From an optimization exercise on the open Yosys and OpenROAD flow, aimed at a short achievable clock period and few clock cycles; shortcuts taken in it are not production practice.
In this exercise RTL edits were held to simulation tests only and were not proved equivalent to the original.
In this run the design's own scripts or RTL, not TritonCTS, make the clock network.
The clock input has no modelled driver; a real chip could not lean on it and would need a root buffer or a full tree.
Power and IR drop assume default switching activity.

File: flow/flow/run.sh
#!/bin/bash
# Standard ORFS layout, except that after placement the output buffers are
# sized to buf_4 and the flip-flops driving output ports are moved next to
# them, and the clock tree is
# built by clock_tree.tcl
# (a balanced two-level tree: four root buffers on the clock port, each feeding
# leaf buffers that drive equal-sized groups of nearby flip-flops) instead of
# TritonCTS. Timing repair after CTS and global routing aims at a tighter
# period than the design's clock via SETUP_SLACK_MARGIN.
set -euo pipefail
here="$(pwd)"
# synthesis, floorplan and placement exactly as the standard flow
bash standard.sh synth > "$here/log_synth.log" 2>&1
bash standard.sh place > "$here/log_place.log" 2>&1
export SETUP_SLACK_MARGIN="${MARGIN:-3.9}"
export PRE_CTS_TCL="$here/flow/clock_tree.tcl"
bash standard.sh cts > "$here/log_cts.log" 2>&1
bash standard.sh finish > "$here/log_finish.log" 2>&1
File: flow/flow/clock_tree.tcl
# Sourced by ORFS's cts.tcl (PRE_CTS_TCL) in place of TritonCTS. First sizes
# each output port's buffer to buf_4 and moves the flip-flop that drives it
# next to it (the detailed placement that follows in cts.tcl legalizes them). Then builds
# a balanced two-level clock tree and turns the clock_tree_synthesis call that
# follows into a no-op. Every flip-flop sits two clkbuf_16 stages from the
# clock port; groups are equal in size, so the stages are equally loaded.
proc build_clock_tree {NR NC NW bufname} {
  set block [ord::get_db_block]
  set db [ord::get_db]
  set bufm [$db findMaster $bufname]
  set clknet [$block findNet clk]
  set sinks {}
  foreach it [$clknet getITerms] {
    set l [[$it getInst] getLocation]
    lappend sinks [list [lindex $l 0] [lindex $l 1] $it]
  }
  set n [llength $sinks]
  # leaves: NC columns of equal count by x, each cut into NW groups by y
  set sinks [lsort -integer -index 0 $sinks]
  set groups {}
  for {set c 0} {$c < $NC} {incr c} {
    set a [expr {$c * $n / $NC}]; set b [expr {($c + 1) * $n / $NC - 1}]
    set col [lsort -integer -index 1 [lrange $sinks $a $b]]
    set m [llength $col]
    for {set r 0} {$r < $NW} {incr r} {
      set a2 [expr {$r * $m / $NW}]; set b2 [expr {($r + 1) * $m / $NW - 1}]
      lappend groups [lrange $col $a2 $b2]
    }
  }
  set leaves {}
  set i 0
  foreach g $groups {
    set sx 0; set sy 0
    foreach s $g { incr sx [lindex $s 0]; incr sy [lindex $s 1] }
    set cx [expr {$sx / [llength $g]}]; set cy [expr {$sy / [llength $g]}]
    set b [odb::dbInst_create $block $bufm clkbuf_leaf_$i]
    $b setLocation $cx $cy
    $b setPlacementStatus PLACED
    set net [odb::dbNet_create $block clknet_leaf_$i]
    $net setSigType CLOCK
    [$b findITerm X] connect $net
    foreach s $g { set it [lindex $s 2]; $it disconnect; $it connect $net }
    lappend leaves [list $cx $cy $b]
    incr i
  }
  # roots: the leaves split into quadrants (NR 4), halves (NR 2) or one group
  set rgroups {}
  set sl [lsort -integer -index 0 $leaves]
  set h [expr {[llength $sl] / 2}]
  if {$NR == 1} {
    set rgroups [list $leaves]
  } elseif {$NR == 2} {
    set rgroups [list [lrange $sl 0 [expr {$h - 1}]] [lrange $sl $h end]]
  } else {
    foreach half [list [lrange $sl 0 [expr {$h - 1}]] [lrange $sl $h end]] {
      set hs [lsort -integer -index 1 $half]
      set q [expr {[llength $hs] / 2}]
      lappend rgroups [lrange $hs 0 [expr {$q - 1}]] [lrange $hs $q end]
    }
  }
  set i 0
  foreach g $rgroups {
    set sx 0; set sy 0
    foreach s $g { incr sx [lindex $s 0]; incr sy [lindex $s 1] }
    set cx [expr {$sx / [llength $g]}]; set cy [expr {$sy / [llength $g]}]
    set b [odb::dbInst_create $block $bufm clkbuf_root_$i]
    $b setLocation $cx $cy
    $b setPlacementStatus PLACED
    set net [odb::dbNet_create $block clknet_root_$i]
    $net setSigType CLOCK
    [$b findITerm A] connect $clknet
    [$b findITerm X] connect $net
    foreach s $g { [[lindex $s 2] findITerm A] connect $net }
    incr i
  }
  $clknet setSigType CLOCK
  puts "clock_tree.tcl: $n sinks, [llength $leaves] leaf buffers, [llength $rgroups] root buffers"
}

proc pull_output_flops {} {
  set block [ord::get_db_block]
  set moved 0
  foreach bt [$block getBTerms] {
    if {[$bt getIoType] ne "OUTPUT"} continue
    set net [$bt getNet]
    foreach it [$net getITerms] {
      if {![$it isOutputSignal]} continue
      set buf [$it getInst]
      replace_cell [$buf getName] sky130_fd_sc_hd__buf_4
      foreach bi [$buf getITerms] {
        if {![$bi isInputSignal]} continue
        set n2 [$bi getNet]
        if {$n2 eq "NULL"} continue
        foreach di [$n2 getITerms] {
          if {![$di isOutputSignal]} continue
          set ff [$di getInst]
          if {![string match "*__df*" [[$ff getMaster] getName]] && ![string match "*__edf*" [[$ff getMaster] getName]]} continue
          set l [$buf getLocation]
          $ff setLocation [lindex $l 0] [lindex $l 1]
          incr moved
        }
      }
    }
  }
  puts "pulled $moved output flip-flops next to their output buffers (now buf_4)"
}

pull_output_flops
set nsinks [llength [[[ord::get_db_block] findNet clk] getITerms]]
set side [expr {int(ceil(sqrt($nsinks / 25.0)))}]
build_clock_tree 4 $side $side sky130_fd_sc_hd__clkbuf_16
set_propagated_clock [all_clocks]

proc clock_tree_synthesis {args} {
  puts "clock_tree.tcl: clock tree already built; clock_tree_synthesis skipped"
}
File: flow/standard.sh
#!/bin/bash
# synth_recipe.tcl (not shown) runs the flow's synth.tcl, then flattens the netlist and writes it again
# the make line also repeats each setting of config.mk as NAME=value (left out here)
make -C /OpenROAD-flow-scripts/flow DESIGN_CONFIG=/design/flow/config.mk WORK_HOME=/design/flow/orfs CLKGATE_MAP_FILE= SYNTH_SCRIPT=/design/flow/synth_recipe.tcl "${@:-finish}"
File: flow/config.mk
export PLATFORM = sky130hd
export DESIGN_NAME = zigzag_buffer
export DESIGN_NICKNAME = zigzag_buffer
export VERILOG_FILES = /design/flow/design.v
export SDC_FILE = /design/flow/constraint.sdc
export NUM_CORES = 4
export LEC_CHECK = 0
export ABC_CLOCK_PERIOD_IN_PS = 2000
export CAP_MARGIN = 20
export CORE_MARGIN = 2
export CORE_UTILIZATION = 40
export SLEW_MARGIN = 20
export TNS_END_PERCENT = 100
File: flow/constraint.sdc
create_clock -name core_clock -period 6.0 [get_ports {clk}]
set_input_delay 1.2000 -clock core_clock [delete_from_list [all_inputs] [get_ports {clk}]]
set_output_delay 1.2000 -clock core_clock [all_outputs]
set_load 0.01 [all_outputs]
File: flow/design.v
module zigzag_buffer #(
    parameter int DW = 12
) (
    input  logic              clk,
    input  logic              rst,
    input  logic [DW-1:0]     dcti,
    input  logic              idv,
    input  logic              ordy,
    output logic [DW-1:0]     zzo,
    output logic              odv,
    output logic              osob,
    output logic              ovf
);
    function automatic logic [5:0] zz_addr(input logic [5:0] k);
        case (k)
            6'd0: zz_addr = 6'd0; 6'd1: zz_addr = 6'd1; 6'd2: zz_addr = 6'd8; 6'd3: zz_addr = 6'd16;
            6'd4: zz_addr = 6'd9; 6'd5: zz_addr = 6'd2; 6'd6: zz_addr = 6'd3; 6'd7: zz_addr = 6'd10;
            6'd8: zz_addr = 6'd17; 6'd9: zz_addr = 6'd24; 6'd10: zz_addr = 6'd32; 6'd11: zz_addr = 6'd25;
            6'd12: zz_addr = 6'd18; 6'd13: zz_addr = 6'd11; 6'd14: zz_addr = 6'd4; 6'd15: zz_addr = 6'd5;
            6'd16: zz_addr = 6'd12; 6'd17: zz_addr = 6'd19; 6'd18: zz_addr = 6'd26; 6'd19: zz_addr = 6'd33;
            6'd20: zz_addr = 6'd40; 6'd21: zz_addr = 6'd48; 6'd22: zz_addr = 6'd41; 6'd23: zz_addr = 6'd34;
            6'd24: zz_addr = 6'd27; 6'd25: zz_addr = 6'd20; 6'd26: zz_addr = 6'd13; 6'd27: zz_addr = 6'd6;
            6'd28: zz_addr = 6'd7; 6'd29: zz_addr = 6'd14; 6'd30: zz_addr = 6'd21; 6'd31: zz_addr = 6'd28;
            6'd32: zz_addr = 6'd35; 6'd33: zz_addr = 6'd42; 6'd34: zz_addr = 6'd49; 6'd35: zz_addr = 6'd56;
            6'd36: zz_addr = 6'd57; 6'd37: zz_addr = 6'd50; 6'd38: zz_addr = 6'd43; 6'd39: zz_addr = 6'd36;
            6'd40: zz_addr = 6'd29; 6'd41: zz_addr = 6'd22; 6'd42: zz_addr = 6'd15; 6'd43: zz_addr = 6'd23;
            6'd44: zz_addr = 6'd30; 6'd45: zz_addr = 6'd37; 6'd46: zz_addr = 6'd44; 6'd47: zz_addr = 6'd51;
            6'd48: zz_addr = 6'd58; 6'd49: zz_addr = 6'd59; 6'd50: zz_addr = 6'd52; 6'd51: zz_addr = 6'd45;
            6'd52: zz_addr = 6'd38; 6'd53: zz_addr = 6'd31; 6'd54: zz_addr = 6'd39; 6'd55: zz_addr = 6'd46;
            6'd56: zz_addr = 6'd53; 6'd57: zz_addr = 6'd60; 6'd58: zz_addr = 6'd61; 6'd59: zz_addr = 6'd54;
            6'd60: zz_addr = 6'd47; 6'd61: zz_addr = 6'd55; 6'd62: zz_addr = 6'd62; 6'd63: zz_addr = 6'd63;
            default: zz_addr = 6'd0;
        endcase
    endfunction
    function automatic logic [5:0] zz_pos(input logic [5:0] r);
        case (r)
            6'd0: zz_pos = 6'd0; 6'd1: zz_pos = 6'd1; 6'd2: zz_pos = 6'd5; 6'd3: zz_pos = 6'd6;
            6'd4: zz_pos = 6'd14; 6'd5: zz_pos = 6'd15; 6'd6: zz_pos = 6'd27; 6'd7: zz_pos = 6'd28;
            6'd8: zz_pos = 6'd2; 6'd9: zz_pos = 6'd4; 6'd10: zz_pos = 6'd7; 6'd11: zz_pos = 6'd13;
            6'd12: zz_pos = 6'd16; 6'd13: zz_pos = 6'd26; 6'd14: zz_pos = 6'd29; 6'd15: zz_pos = 6'd42;
            6'd16: zz_pos = 6'd3; 6'd17: zz_pos = 6'd8; 6'd18: zz_pos = 6'd12; 6'd19: zz_pos = 6'd17;
            6'd20: zz_pos = 6'd25; 6'd21: zz_pos = 6'd30; 6'd22: zz_pos = 6'd41; 6'd23: zz_pos = 6'd43;
            6'd24: zz_pos = 6'd9; 6'd25: zz_pos = 6'd11; 6'd26: zz_pos = 6'd18; 6'd27: zz_pos = 6'd24;
            6'd28: zz_pos = 6'd31; 6'd29: zz_pos = 6'd40; 6'd30: zz_pos = 6'd44; 6'd31: zz_pos = 6'd53;
            6'd32: zz_pos = 6'd10; 6'd33: zz_pos = 6'd19; 6'd34: zz_pos = 6'd23; 6'd35: zz_pos = 6'd32;
            6'd36: zz_pos = 6'd39; 6'd37: zz_pos = 6'd45; 6'd38: zz_pos = 6'd52; 6'd39: zz_pos = 6'd54;
            6'd40: zz_pos = 6'd20; 6'd41: zz_pos = 6'd22; 6'd42: zz_pos = 6'd33; 6'd43: zz_pos = 6'd38;
            6'd44: zz_pos = 6'd46; 6'd45: zz_pos = 6'd51; 6'd46: zz_pos = 6'd55; 6'd47: zz_pos = 6'd60;
            6'd48: zz_pos = 6'd21; 6'd49: zz_pos = 6'd34; 6'd50: zz_pos = 6'd37; 6'd51: zz_pos = 6'd47;
            6'd52: zz_pos = 6'd50; 6'd53: zz_pos = 6'd56; 6'd54: zz_pos = 6'd59; 6'd55: zz_pos = 6'd61;
            6'd56: zz_pos = 6'd35; 6'd57: zz_pos = 6'd36; 6'd58: zz_pos = 6'd48; 6'd59: zz_pos = 6'd49;
            6'd60: zz_pos = 6'd57; 6'd61: zz_pos = 6'd58; 6'd62: zz_pos = 6'd62; 6'd63: zz_pos = 6'd63;
            default: zz_pos = 6'd0;
        endcase
    endfunction
    logic [127:0][DW-1:0] r_mem;
    logic [1:0]    r_wblk;
    logic [5:0]    r_wcnt;
    logic [7:0]    r_wel2;      
    logic [5:0]    r_wc3;       
    logic [7:0]    r_wel1;      
    logic [7:0]    w_base;      
    logic [7:0]    r_c00;
    logic [7:0]    r_c01;
    logic [7:0]    r_c10;
    logic [7:0]    r_c11;
    logic          r_acc1;
    logic [129:0]  r_wr_a;
    logic [129:0]  r_wr_n;
    logic [129:0]  w_wr;
    logic          r_pend;      
    logic          r_ovf;
    logic [1:0]    r_relblk;
    logic [1:0]    r_rblk;
    logic [1:0]    r_rblk1;     
    logic [5:0]    r_k;
    logic [5:0]    r_za0;       
    logic [5:0]    r_za1;       
    logic [5:0]    r_za2;       
    logic [5:0]    r_k3;        
    logic          r_av;        
    logic          r_m0;        
    logic [DW-1:0] r_zzo;
    logic          r_odv;
    logic          r_osob;
    logic          r_olast;
    logic          w_room;
    logic          w_acc;
    logic          w_out_adv;
    logic          w_ld_ok;
    logic          w_load;
    logic [1:0]    w_rblk2;
    logic          w_m0;
    logic          w_m1;
    logic          w_m0p;
    logic          w_m1p;
    logic          w_l0;
    logic [5:0]    w_wcnt1;     
    logic [1:0]    w_wblk1;
    logic [5:0]    r_wcnt1;
    logic [1:0]    r_wblk1;
    logic [5:0]    w_wcnt3;
    logic [1:0]    w_wblk3;
    logic [128:0][DW-1:0] w_x;
    assign w_room    = ((r_wblk - r_relblk) != 2'd2) | (r_odv & r_olast & ordy);
    assign w_acc     = idv & w_room;
    assign w_rblk2   = r_rblk1 + {1'b0, (r_k == 6'd62)};
    assign w_m0      = r_m0;
    assign w_m1      = ({r_rblk1, r_za1} == {r_wblk, r_wcnt});
    assign w_m0p     = ({r_rblk, r_za0} == {w_wblk1, w_wcnt1});
    assign w_m1p     = ({r_rblk1, r_za1} == {w_wblk1, w_wcnt1});
    assign w_l0      = (r_rblk1 == r_wblk) ? (r_za1 < r_wcnt) : (r_rblk1 != r_wblk + 2'd1);
    assign w_out_adv = ~r_odv | ordy;
    assign w_ld_ok   = r_av | (w_acc & w_m0);
    assign w_load    = w_out_adv & w_ld_ok;
    assign w_wcnt1   = r_wcnt1;
    assign w_wblk1   = r_wblk1;
    assign w_wcnt3   = r_wc3;
    assign w_wblk3   = r_wblk + {1'b0, (r_wc3 < 6'd3)};
    assign w_base = r_acc1 ? (r_pend ? r_c11 : r_c10) : (r_pend ? r_c01 : r_c00);
    assign w_wr = r_acc1 ? r_wr_a : r_wr_n;
    always_comb begin
        for (int i = 0; i < 128; i++) begin
            w_x[i] = w_wr[i] ? dcti : r_mem[i];
        end
        w_x[128] = dcti;
    end
    always_ff @(posedge clk) begin
        for (int i = 0; i < 128; i++) begin
            r_mem[i] <= r_pend ? w_x[i + 1] : w_x[i];
        end
        if (w_out_adv) begin
            r_zzo <= w_m0 ? dcti : (r_pend ? r_mem[1] : r_mem[0]);
        end
    end
    always_ff @(posedge clk or negedge rst) begin
        if (!rst) begin
            r_wblk   <= 2'd0;
            r_wcnt   <= 6'd0;
            r_wcnt1  <= 6'd1;
            r_wblk1  <= 2'd0;
            r_wel2   <= {2'd0, zz_pos(6'd2)};
            r_wc3    <= 6'd3;
            r_wel1   <= {2'd0, zz_pos(6'd1)};
            r_c00    <= {2'd0, zz_pos(6'd1)};
            r_c01    <= 8'd0;
            r_c10    <= 8'd0;
            r_c11    <= 8'd0;
            r_acc1   <= 1'b0;
            r_wr_a   <= 130'd0;
            r_wr_n   <= 130'd1;
            r_pend   <= 1'b0;
            r_ovf    <= 1'b0;
            r_relblk <= 2'd0;
            r_rblk   <= 2'd0;
            r_rblk1  <= 2'd0;
            r_k      <= 6'd0;
            r_za0    <= 6'd0;
            r_za1    <= 6'd1;
            r_za2    <= 6'd8;
            r_k3     <= 6'd3;
            r_av     <= 1'b0;
            r_m0     <= 1'b1;
            r_odv    <= 1'b0;
            r_osob   <= 1'b0;
            r_olast  <= 1'b0;
        end else begin
            if (w_acc) begin
                r_wcnt  <= w_wcnt1;
                r_wblk  <= w_wblk1;
                r_wcnt1 <= r_wcnt1 + 6'd1;
                r_wblk1 <= r_wblk1 + {1'b0, (r_wcnt1 == 6'd63)};
                r_wel1 <= r_wel2;
                r_wel2 <= {w_wblk3, zz_pos(w_wcnt3)};
                r_wc3  <= r_wc3 + 6'd1;
            end else if (idv) begin
                r_ovf <= 1'b1;
            end
            if (r_odv & ordy & r_olast) begin
                r_relblk <= r_relblk + 2'd1;
            end
            r_acc1 <= w_acc;
            r_c00  <= r_wel1 - {r_rblk, r_k};
            r_c01  <= r_wel1 + ~{r_rblk, r_k};
            r_c10  <= r_wel2 - {r_rblk, r_k};
            r_c11  <= r_wel2 + ~{r_rblk, r_k};
            for (int i = 0; i < 130; i++) begin
                r_wr_a[i] <= (w_base == 8'(i));
                if (r_pend) begin
                    r_wr_n[i] <= (i < 129) ? w_wr[(i + 1) % 130] : 1'b0;
                end else begin
                    r_wr_n[i] <= w_wr[i];
                end
            end
            r_pend <= w_load;
            if (w_load) begin
                r_k     <= r_k + 6'd1;
                r_rblk  <= r_rblk1;
                r_rblk1 <= w_rblk2;
                r_za0   <= r_za1;
                r_za1   <= r_za2;
                r_za2   <= zz_addr(r_k3);
                r_k3    <= r_k3 + 6'd1;
                r_av    <= w_l0 | (w_acc & w_m1);
                r_m0    <= w_acc ? w_m1p : w_m1;
            end else begin
                r_av    <= r_av | (w_acc & w_m0);
                r_m0    <= w_acc ? w_m0p : w_m0;
            end
            if (w_out_adv) begin
                r_odv   <= w_ld_ok;
                r_osob  <= w_ld_ok & (r_k == 6'd0);
                r_olast <= w_ld_ok & (r_k == 6'd63);
            end
        end
    end
    assign zzo  = r_zzo;
    assign odv  = r_odv;
    assign osob = r_osob;
    assign ovf  = r_ovf;
endmodule
==> metrics.md <==
| Metric | Value |
|---|---|
| Outcome | complete, no violations |
| DR WL/cell | 20.6 um |
| CP endpoint | zzo[6] |
| Gate Count Post-Synth | 6589 |
| Synth-to-layout area growth | 18.5% |
| Crit path buf inv count | 1 |
| Buffers on Ports | 30 |
| Slew headroom | between 30 and 40% |
| Pwr/cell area | 433 nW/um^2 |
| Worst hold path type | flop to flop |
| Syn_area_per_cell | roughly 13 um^2 |
| Ys Warns | 1 |
| Initial antenna violation count | 4 |
| Setup crit start | r_zzo[6] |
| Die area | 213000 um^2 |
| GPL Wtd Cong | 0.748 |
| Fraction of layout cells with a size suffix above 1 | 21.5% |
| Largest net degree at the start of global routing | 150 |
| Worst Setup End Kind | output pin |
| EDFF count, synth | 24 |
| Leakage | 42.0 nW |
| Post-DRT Antenna Nets | 0 |
| Unique masters post-synth | 71 |
| Vias in the first global route | 49500 |
| Worst Tran Pin Value | 0.937 ns |
| Via count | 49100 |
| GRT overflow | 0 |
| Final setup violation count | 0 |
| Worst setup SP type | flop |
| Reg2reg start | r_acc1 |
| Pre-antenna DRT Iters | 6 |
| Initial Utilization | 40.1% |
| Reg clk slew, reported paths | 0.10 ns |
| DRC Markers | 0 |
| Fin crit period | ~2.3 ns |
| Reg2Reg Depth | 9 |
| Max stage delay cell, worst path | edfxtp_1 |
| Hpwl dp | around 100000 um |
| Tot GR Track Use | 17.1% |
| Critical Path RT | 4.80 ns |
| #FFs+latches synth | between 1500 and 2000 |
| Overall Power | 43.0 mW |
| Drt initial violations | around 2800 |
| Final cell count without fillers | 9462 |
| Max Clock Freq | 428 MHz |
| Slew Viols, Final | 0 |
| Unrepaired setup endpoints after global routing | true |
| Total Routed Length | 195000 um |
| Die Ht | 462 um |
| Syn Std Cell Area | around 84000 um^2 |
| Fin Clk Skew | ~0.036 ns |
| Setup TNS | 0 ns |
| Row cnt | 168 |
| CORE AREA | 209000 um^2 |
| Max IR drop VDD | 0.390 mV |
| Largest fanout on the critical path | 1 |
| Synthesized net count | between 6000 and 7000 |
| NumNets Final | 6733 |
| Critical path type | flop to output pin |
| Die width | 462 um |
| FF-to-FF End | r_mem[604] |
| Sequential area share after synthesis | between 40% and 50% |
| Cell total after placement | 8921 |
| Worst-Skew Late Latency | 0.58 ns |
| Hold path start | r_za2[3] |
| Async set-reset flop share out of synthesis | 19.5% |
| Flop2flop setup slack | 3.77 ns |
| Crit path max-delay family | flip-flops |
| Crit path DAT | 1.14 ns |
| Hold Violations, Final | 0 |
| First-pass GRT wire length | 296000 um |
| Crit share post-route | between 30% and 40% |
| CP max stage delay | 0.42 ns |
| Critical Path Stages | 1 |
| Boundary Pins | 31 |
| Crit path cell chain | buf_6 |
| Max-Cap Viols | 0 |
| Main synth FF type | dfxtp_1 |
| Final hold slack | 0.480 ns |
| Vias/cell | 5.19 |
[placed cells by master, fill, tap and decap left out, types with 56 or more instances in the layout]
cell / netlist / routed
nand2_1: 147 / 143
mux2i_1: 3166 / 2680
dfxtp_1: 1524 / 1524
buf_4: 11 / 179
mux2i_2: 6 / 192
buf_6: 129 / 74
nor2_1: 144 / 95
mux2i_4: 121 / 422
xnor2_1: 56 / 56
buf_12: 0 / 192
clkbuf_16: 0 / 108
dfrtp_1: 361 / 352
[state kept, by name, indices dropped and copies added, names as in the netlist, 8 cells and up]
signal / flops
r_zzo: 12
r_c01: 8
r_c10: 8
r_wel2: 8
r_wr_a: 130
r_wel1: 8
r_wr_n: 130
r_mem: 1536
r_c00: 8
r_c11: 8
[metal layers]
metal  track usage, %  routed length, um  up-vias
met5                0                 13        -
met4             2.48               3880        2
met3            0.973               5160      165
met2             28.0              89300      518
met1             25.1              96500    24800
li1                 -                  -    23500
[how the worst min path moves through the flow]
stage,end,depth (start not counted),slack (ns)
after floorplan,r_za1[1],2,0.44
after detailed placement,r_za1[1],2,0.47
after global placement,r_mem[1526],1,0.46
final,r_za2[3],2,0.48
after CTS,r_za2[3],2,0.48
after global routing,r_mem[1529],1,0.51
[layout make-up]
cell class | instances | area [um^2]
fill | 18400 | 110000
multi-input combinational | 4076 | 44900
sequential | 1922 | 40600
timing repair buffer | 530 | 7980
tap | 2805 | 3510
buffer | 85 | 2130
inverter | 43 | 199
antenna | 1 | 2.50
[report_power, final]
group	internal, mW	switching, mW
clock	2.50	3.90
sequential	18.8	2.32
combinational	7.60	7.93
total	28.9	14.1
[metrics by stage]
stage	util, %	cell area (um^2)	setup WS, ns
6_report	47.6	99400	3.66
5_1_grt	47.6	99400	3.62
4_1_cts	44.4	92700	3.62
3_5_place_dp	40.6	84800	2.06
3_3_place_gp	40.6	84700	2.13
2_1_floorplan	-	83900	3.56
[what timing repair did]
action	CTS	global route
setup buffers	301	102
cloned	23	29
hold buffers	0	0
resized for setup	279	955
pin swaps	13	50
setup endpoints to repair	1926	1006
[cells by family after synthesis]
kind of cell / synth area share [%]
multiplexers: 41.8
AO/OA/AOI/OAI: 1.40
flip-flops: 48.4
XOR/XNOR: 0.741
AND/OR/NAND/NOR: 2.33
adder cells (fa/ha/maj): 0.916
buffers and inverters: 4.39
[synth_stat cells, drive strengths merged, types with 42 or more instances]
| cell | number | area (um^2) |
|---|---|---|
| inv | 42 | 158 |
| a21oi | 43 | 215 |
| o21ai | 60 | 300 |
| dfrtp | 361 | 9030 |
| xnor2 | 56 | 490 |
| dfxtp | 1524 | 30500 |
| ha | 55 | 688 |
| nor2 | 156 | 631 |
| nand2 | 165 | 684 |
| mux2i | 3293 | 34500 |
| clkbuf | 162 | 608 |
| buf | 394 | 2920 |
Testbench counts, summed over its fixed seeds: cycles 22,808.

-- port drivers added, routing unchanged --
In the flow no input, the clock included, has a driving cell. The finished layout below was timed again as built, in two steps.
Step 1 sets driving cells, clkbuf_16 on the clock port and buf_2 on the other inputs (assumed; they add their load-dependent delay and slew).
Step 2 moves the port delays by t, midway between the first and last clock arrival at a register: inputs arrive t later, outputs are due t later. That takes back most of the time a late clock gives input paths.
a / b / c = ideal ports / drivers / drivers and shift; a / b = the first two.
t, ns: 0.748
setup slack, ns: 3.661 / 3.478 / 3.142
hold WS [ns]: 0.480 / 0.480 / 0.480
clock arrival spread, ns: 0.037 / 0.036
slew at the worst register clock pin (ns): 0.10 / 0.10
After both steps setup and hold are still met in this run. For this run, drivers alone change the setup slack by -0.183 ns; drivers and shift together by -0.519 ns.
